This design comes from an exercise in tuning for small area, a short achievable clock period and few clock cycles per item on the open sky130 flow, not from production work.
RTL that was checked went through simulation tests only; none was proved equivalent to the original.
No activity file was given, so power comes from the tool's default toggle rates.

==> flow/design.v <==
`timescale 1ns / 1ps
package bidm_pkg;
  localparam int MAX_SENSORS = 16;
  localparam int IDX_W = (MAX_SENSORS > 1) ? $clog2(MAX_SENSORS) : 1;
  localparam int CNT_W = $clog2(MAX_SENSORS + 1);
  localparam logic [15:0] COMPANY_CODE = 16'h015d;
  localparam logic [7:0]  MIN_PAYLOAD  = 8'd21;
  typedef enum logic [1:0] {
    OP_SIGHTING = 2'd0,
    OP_SCAN     = 2'd1,
    OP_CLEAR    = 2'd2,
    OP_ADD      = 2'd3
  } opcode_t;
  typedef enum logic [3:0] {
    ST_SHORT       = 4'd0,
    ST_FOREIGN     = 4'd1,
    ST_KNOWN_HIT   = 4'd2,
    ST_NEW_HIT     = 4'd3,
    ST_ADDED       = 4'd4,
    ST_FULL        = 4'd5,
    ST_SCAN        = 4'd6,
    ST_CLEARED     = 4'd7,
    ST_KNOWN_ADDED = 4'd8,
    ST_ADD_FULL    = 4'd9
  } status_t;
  typedef enum logic [1:0] {
    S_IDLE,
    S_SEARCH,
    S_FINISH
  } fsm_state_t;
  typedef struct packed {
    opcode_t            opcode;
    logic [7:0]         payload_length;
    logic [15:0]        company_id;
    logic [63:0]        sensor_id;
    logic signed [7:0]  accel_x;
    logic signed [7:0]  accel_y;
    logic signed [7:0]  accel_z;
  } in_item_t;
  typedef struct packed {
    status_t     status;
    logic [3:0]  entry_index;
    logic [6:0]  channel_base;
    logic [7:0]  x_positive;
    logic [7:0]  x_negative;
    logic [7:0]  y_positive;
    logic [7:0]  y_negative;
    logic [7:0]  z_positive;
    logic [7:0]  z_negative;
    logic        send_request;
    logic        all_known_seen;
  } out_item_t;
  function automatic logic [7:0] pos_part(input logic signed [7:0] v);
    logic [7:0] r;
    r = 8'd0;
    if (!v[7] && (v != 8'sd0)) begin
      r = {v[6:0], 1'b0};
    end
    pos_part = r;
  endfunction
  function automatic logic [7:0] neg_part(input logic signed [7:0] v);
    logic [7:0] r;
    r = 8'd0;
    if (v[7]) begin
      r = 8'd0 - {v[6:0], 1'b0};
    end
    neg_part = r;
  endfunction
  function automatic logic [6:0] chan_base(input logic [IDX_W-1:0] idx);
    logic [IDX_W+2:0] p;
    p = {1'b0, idx, 2'b00} + {2'b00, idx, 1'b0};
    chan_base = 7'(p);
  endfunction
  function automatic logic [MAX_SENSORS-1:0] below_mask(input logic [CNT_W-1:0] cnt);
    logic [MAX_SENSORS-1:0] m;
    for (int i = 0; i < MAX_SENSORS; i++) begin
      m[i] = (CNT_W'(i) < cnt);
    end
    below_mask = m;
  endfunction
endpackage
`timescale 1ns / 1ps
module beacon_id_table_to_channel_mapper_unit (
  input  logic         clk,
  input  logic         rst_n,
  input  logic         in_valid,
  output logic         in_ready,
  input  logic [1:0]   in_opcode,
  input  logic [7:0]   in_payload_length,
  input  logic [15:0]  in_company_id,
  input  logic [63:0]  in_sensor_id,
  input  logic [7:0]   in_accel_x,
  input  logic [7:0]   in_accel_y,
  input  logic [7:0]   in_accel_z,
  output logic         out_valid,
  input  logic         out_ready,
  output logic [3:0]   out_status,
  output logic [3:0]   out_entry_index,
  output logic [6:0]   out_channel_base,
  output logic [7:0]   out_x_positive,
  output logic [7:0]   out_x_negative,
  output logic [7:0]   out_y_positive,
  output logic [7:0]   out_y_negative,
  output logic [7:0]   out_z_positive,
  output logic [7:0]   out_z_negative,
  output logic         out_send_request,
  output logic         out_all_known_seen,
  input  logic         cfg_we,
  input  logic         cfg_wdata
);
  localparam int N = 16;
  localparam int RW = 4 + 4 + 1 + 1 + 1 + 24;
  logic [63:0]   id_mem [N];
  logic [N-1:0]  km_r;       
  logic [N-1:0]  tm_r;       
  logic [N-1:0]  seen_r;
  logic [N-1:0]  ma_r;       
  logic [N-1:0]  mb_r;       
  logic          out_en_r;
  logic          in_ready_r;
  logic          accept;
  assign in_ready = in_ready_r;
  assign accept   = in_valid && in_ready_r;
  logic          s2_v;
  logic [N-1:0]  s2_eq;
  logic          s2_eqp;
  logic [63:0]   s2_id;
  logic          s2_look, s2_short, s2_scan, s2_clear, s2_add;
  logic [23:0]   s2_acc;
  always_ff @(posedge clk) begin
    logic sight;
    sight = (in_opcode == 2'd0);
    for (int i = 0; i < N; i++) begin
      s2_eq[i] <= (id_mem[i] == in_sensor_id);
    end
    s2_eqp   <= (s2_id == in_sensor_id);
    s2_id    <= in_sensor_id;
    s2_look  <= sight && (in_payload_length >= 8'd21) && (in_company_id == 16'h015d);
    s2_short <= (in_payload_length < 8'd21);
    s2_scan  <= (in_opcode == 2'd1);
    s2_clear <= (in_opcode == 2'd2);
    s2_add   <= (in_opcode == 2'd3);
    s2_acc   <= {in_accel_x, in_accel_y, in_accel_z};
  end
  logic          is_sight;
  logic [N-1:0]  match, pre_m, fm;
  logic [N-1:0]  oh_t, oh_k, we;
  logic          any, khit, full, kfull, hit;
  logic [N-1:0]  missing, low_m;
  logic          m_zero, m_one;
  assign is_sight = !s2_scan && !s2_clear && !s2_add;
  logic [N-1:0]  w, pre_w, fw;
  always_comb begin
    oh_t[0] = !tm_r[0];
    oh_k[0] = !km_r[0];
    for (int i = 1; i < N; i++) begin
      oh_t[i] = tm_r[i-1] && !tm_r[i];
      oh_k[i] = km_r[i-1] && !km_r[i];
    end
    match = (ma_r & s2_eq) | (mb_r & {N{s2_eqp}});
    pre_m[0] = 1'b0;
    for (int i = 1; i < N; i++) begin
      pre_m[i] = pre_m[i-1] | match[i-1];
    end
    fm = match & ~pre_m;
    if (s2_look) w = match | oh_t;
    else if (s2_add) w = oh_k;
    else w = '0;
    pre_w[0] = 1'b0;
    for (int i = 1; i < N; i++) begin
      pre_w[i] = pre_w[i-1] | w[i-1];
    end
    fw = w & ~pre_w;
    missing = km_r & ~seen_r;
    low_m[0] = 1'b0;
    for (int i = 1; i < N; i++) begin
      low_m[i] = low_m[i-1] | missing[i-1];
    end
    low_m = ~low_m & ~missing;
    m_zero = (missing == '0);
    m_one  = ((missing & (missing - 1'b1)) == '0);
  end
  assign any   = |match;
  assign khit  = |(match & km_r);
  assign full  = tm_r[N-1];
  assign kfull = km_r[N-1];
  assign hit   = s2_look && any;
  assign we    = (s2_v && s2_add) ? oh_k : oh_t;
  logic [3:0]    st_h, idx_h;
  logic [6:0]    base_h;
  logic          all_h;
  logic [RW-1:0] res;
  always_comb begin
    logic [N-1:0] sel;
    logic         all_hit;
    st_h = 4'd0;
    if (s2_look) begin
      if (any) st_h = khit ? 4'd2 : 4'd3;
      else     st_h = full ? 4'd5 : 4'd4;
    end else if (is_sight) begin
      st_h = s2_short ? 4'd0 : 4'd1;
    end else if (s2_scan) begin
      st_h = 4'd6;
    end else if (s2_clear) begin
      st_h = 4'd7;
    end else begin
      st_h = kfull ? 4'd9 : 4'd8;
    end
    sel = fw;
    idx_h  = '0;
    base_h = '0;
    for (int i = 0; i < N; i++) begin
      if (sel[i]) begin
        idx_h  = idx_h | 4'(i);
        base_h = base_h | 7'(6 * i);
      end
    end
    all_hit = m_zero || (m_one && |(match & missing) && !(|(match & low_m)));
    if (is_sight) all_h = hit ? all_hit : m_zero;
    else if (s2_scan) all_h = !km_r[0];
    else if (s2_clear) all_h = 1'b1;
    else all_h = kfull && m_zero;
    res = {st_h, idx_h, s2_look && khit && out_en_r, all_h, hit, s2_acc};
  end
  always_ff @(posedge clk) begin
    logic [N-1:0] tm_n;
    tm_n = tm_r;
    if (!rst_n) begin
      km_r   <= '0;
      tm_n   = '0;
      seen_r <= '0;
    end else if (s2_v) begin
      if (s2_look) begin
        seen_r <= seen_r | fw;
        if (!any && !full) begin
          tm_n   = {tm_r[N-2:0], 1'b1};
        end
      end else if (s2_scan) begin
        seen_r <= seen_r & ~km_r;
      end else if (s2_clear) begin
        km_r   <= '0;
        tm_n   = '0;
        seen_r <= '0;
      end else if (s2_add && !kfull) begin
        seen_r <= seen_r & ~oh_k;
        km_r   <= {km_r[N-2:0], 1'b1};
        tm_n   = {km_r[N-2:0], 1'b1};
      end
    end
    tm_r <= tm_n;
    ma_r <= tm_n & ~we;
    mb_r <= tm_n & we;
  end
  always_ff @(posedge clk) begin
    for (int i = 0; i < N; i++) begin
      if (we[i]) begin
        id_mem[i] <= s2_id;
      end
    end
  end
  logic          ov_r;
  logic [1:0]    skc_r, skc_nxt;
  logic [RW-1:0] sk0_r, sk1_r;
  logic          out_free;
  logic [3:0]    o_status;
  logic [3:0]    o_idx;
  logic [6:0]    o_base;
  logic [7:0]    o_xp, o_xn, o_yp, o_yn, o_zp, o_zn;
  logic          o_send;
  logic          o_all;
  assign out_free = !ov_r || out_ready;
  always_comb begin
    skc_nxt = skc_r;
    if (out_free) begin
      if (skc_r != 2'd0 && !s2_v) skc_nxt = skc_r - 2'd1;
    end else if (s2_v) begin
      skc_nxt = skc_r + 2'd1;
    end
  end
  always_ff @(posedge clk) begin
    if (!rst_n) begin
      ov_r       <= 1'b0;
      skc_r      <= 2'd0;
      s2_v       <= 1'b0;
      in_ready_r <= 1'b0;
      out_en_r   <= 1'b0;
    end else begin
      if (cfg_we) begin
        out_en_r <= cfg_wdata;
      end
      if (out_free) begin
        ov_r <= (skc_r != 2'd0) || s2_v;
      end
      skc_r      <= skc_nxt;
      s2_v       <= accept;
      in_ready_r <= ({1'b0, skc_nxt} + {2'b00, accept}) < 3'd2;
    end
  end
  function automatic logic [7:0] pos_part(input logic [7:0] v, input logic h);
    pos_part = (h && !v[7] && (v != 8'd0)) ? {v[6:0], 1'b0} : 8'd0;
  endfunction
  function automatic logic [7:0] neg_part(input logic [7:0] v, input logic h);
    neg_part = (h && v[7]) ? (8'd0 - {v[6:0], 1'b0}) : 8'd0;
  endfunction
  always_ff @(posedge clk) begin
    logic [RW-1:0] r;
    if (out_free && skc_r != 2'd0) begin
      sk0_r <= (skc_r == 2'd2) ? sk1_r : res;
      sk1_r <= res;
    end else begin
      if (skc_r == 2'd0) sk0_r <= res;
      if (skc_r == 2'd1) sk1_r <= res;
    end
    if (out_free) begin
      r = (skc_r != 2'd0) ? sk0_r : res;
      o_status <= r[34:31];
      o_idx    <= r[30:27];
      o_base   <= (skc_r != 2'd0) ? 7'({sk0_r[30:27], 2'b00} + {sk0_r[30:27], 1'b0}) : base_h;
      o_send   <= r[26];
      o_all    <= r[25];
      o_xp     <= pos_part(r[23:16], r[24]);
      o_xn     <= neg_part(r[23:16], r[24]);
      o_yp     <= pos_part(r[15:8], r[24]);
      o_yn     <= neg_part(r[15:8], r[24]);
      o_zp     <= pos_part(r[7:0], r[24]);
      o_zn     <= neg_part(r[7:0], r[24]);
    end
  end
  assign out_valid          = ov_r;
  assign out_status         = o_status;
  assign out_entry_index    = o_idx;
  assign out_channel_base   = o_base;
  assign out_x_positive     = o_xp;
  assign out_x_negative     = o_xn;
  assign out_y_positive     = o_yp;
  assign out_y_negative     = o_yn;
  assign out_z_positive     = o_zp;
  assign out_z_negative     = o_zn;
  assign out_send_request   = o_send;
  assign out_all_known_seen = o_all;
endmodule
clock: 5.0 ns
lec_check: 0
cap_margin: 20
core_margin: 2
core_utilization: 40
cts_buf_list: sky130_fd_sc_hd__clkbuf_16
cts_cluster_diameter: 120
cts_cluster_size: 25
place_density: 0.8
setup_slack_margin: 2.5
slew_margin: 20
standard.sh (not shown) runs the stock make flow with config.mk's settings and CLKGATE_MAP_FILE= SYNTH_SCRIPT=/design/flow/synth_recipe.tcl, a recipe that flattens the netlist after the stock synthesis.
==> flow/flow/run.sh <==
#!/bin/bash
# The standard layout, except that the port buffers are buf_4 cells: left to itself
# buffer_ports picks a delay cell (clkdlybuf4s50_1) for every input and output port.
set -euo pipefail
export BUFFER_PORTS_ARGS="-buffer_cell sky130_fd_sc_hd__buf_4"
bash standard.sh > standard.log 2>&1
Change:
--- a/flow/design.v
+++ b/flow/design.v
@@ -117,10 +117,10 @@
   logic [N-1:0]  ma_r;       
   logic [N-1:0]  mb_r;       
   logic          out_en_r;
-  logic          in_ready_r;
   logic          accept;
-  assign in_ready = in_ready_r;
-  assign accept   = in_valid && in_ready_r;
+  logic          skid_next;
+  assign in_ready = !skid_next;
+  assign accept   = in_valid && !skid_next;
   logic          s2_v;
   logic [N-1:0]  s2_eq;
   logic          s2_eqp;
@@ -259,8 +259,8 @@
     end
   end
   logic          ov_r;
-  logic [1:0]    skc_r, skc_nxt;
-  logic [RW-1:0] sk0_r, sk1_r;
+  logic          sk_v_r;
+  logic [RW-1:0] sk_r;
   logic          out_free;
   logic [3:0]    o_status;
   logic [3:0]    o_idx;
@@ -268,32 +268,29 @@
   logic [7:0]    o_xp, o_xn, o_yp, o_yn, o_zp, o_zn;
   logic          o_send;
   logic          o_all;
-  assign out_free = !ov_r || out_ready;
-  always_comb begin
-    skc_nxt = skc_r;
-    if (out_free) begin
-      if (skc_r != 2'd0 && !s2_v) skc_nxt = skc_r - 2'd1;
-    end else if (s2_v) begin
-      skc_nxt = skc_r + 2'd1;
-    end
-  end
+  logic          skn_free_r, skn_held_r;
+  assign out_free  = !ov_r || out_ready;
+  assign skid_next = out_ready ? skn_free_r : skn_held_r;
   always_ff @(posedge clk) begin
     if (!rst_n) begin
       ov_r       <= 1'b0;
-      skc_r      <= 2'd0;
-      s2_v       <= 1'b0;
-      in_ready_r <= 1'b0;
-      out_en_r   <= 1'b0;
+      sk_v_r     <= 1'b0;
+      skn_free_r <= 1'b0;
+      skn_held_r <= 1'b0;
+      s2_v     <= 1'b0;
+      out_en_r <= 1'b0;
     end else begin
       if (cfg_we) begin
         out_en_r <= cfg_wdata;
       end
       if (out_free) begin
-        ov_r <= (skc_r != 2'd0) || s2_v;
+        ov_r <= sk_v_r || s2_v;
       end
-      skc_r      <= skc_nxt;
+      sk_v_r     <= skid_next;
       s2_v       <= accept;
-      in_ready_r <= ({1'b0, skc_nxt} + {2'b00, accept}) < 3'd2;
+      skn_free_r <= skid_next && accept;
+      skn_held_r <= (out_free ? (sk_v_r || s2_v) : ov_r) ? (skid_next || accept)
+                                                           : (skid_next && accept);
     end
   end
   function automatic logic [7:0] pos_part(input logic [7:0] v, input logic h);
@@ -304,18 +301,14 @@
   endfunction
   always_ff @(posedge clk) begin
     logic [RW-1:0] r;
-    if (out_free && skc_r != 2'd0) begin
-      sk0_r <= (skc_r == 2'd2) ? sk1_r : res;
-      sk1_r <= res;
-    end else begin
-      if (skc_r == 2'd0) sk0_r <= res;
-      if (skc_r == 2'd1) sk1_r <= res;
+    if (!sk_v_r || out_free) begin
+      sk_r <= res;
     end
     if (out_free) begin
-      r = (skc_r != 2'd0) ? sk0_r : res;
+      r = sk_v_r ? sk_r : res;
       o_status <= r[34:31];
       o_idx    <= r[30:27];
-      o_base   <= (skc_r != 2'd0) ? 7'({sk0_r[30:27], 2'b00} + {sk0_r[30:27], 1'b0}) : base_h;
+      o_base   <= sk_v_r ? 7'({sk_r[30:27], 2'b00} + {sk_r[30:27], 1'b0}) : base_h;
       o_send   <= r[26];
       o_all    <= r[25];
       o_xp     <= pos_part(r[23:16], r[24]);
After rerunning: The new run completed without violations. Cell count shrinks by 4.7%. Setup slack improves by 110 ps. Die area went down by 2.6%. Synthesized area fell by 2.6%. Design area went down by 3.7%. Via count falls by 4.8%. Global-route usage goes down by 0.40 points. Routed wire length fell by 3.5%. Sequential cell count drops by 35. Sequential power is lower by about 6%. Power drops by 11%.
Testbench counts after the change, summed over its fixed seeds: cycles 4,816, items 4,800.
No functional check of the RTL was part of the first run of this note.

[separate check: timing with driven ports]
The flow's constraints put no driver on any port. The routed layouts listed below were extracted and timed again, unchanged, in two steps.
Step 1: set_driving_cell puts a clkbuf_16 on clk and a buf_2 on each other input, an assumption about the parent block.
Step 2 times the ports against the registers' clock, not the clock port: input delays grow and output delays shrink by t, the midpoint of the rising clock arrivals with the driver on.
a / b / c = no drivers / after step 1 / after step 2; a / b = the first two.
run	t, ns	setup slack, ns	hold slack, ns	worst register clock-pin slew, ns	cell pins on the clock port's net
the first run	0.807	2.260 / 2.260 / 1.533	0.410 / 0.361 / 0.477	0.12 / 0.12	1
the second run	0.795	2.373 / 2.373 / 1.633	0.406 / 0.363 / 0.445	0.11 / 0.11	1
After both steps every run listed still meets setup and hold. For the second run, which loses most, drivers alone change the setup slack by 0.000 ns; drivers and shift together by -0.740 ns.
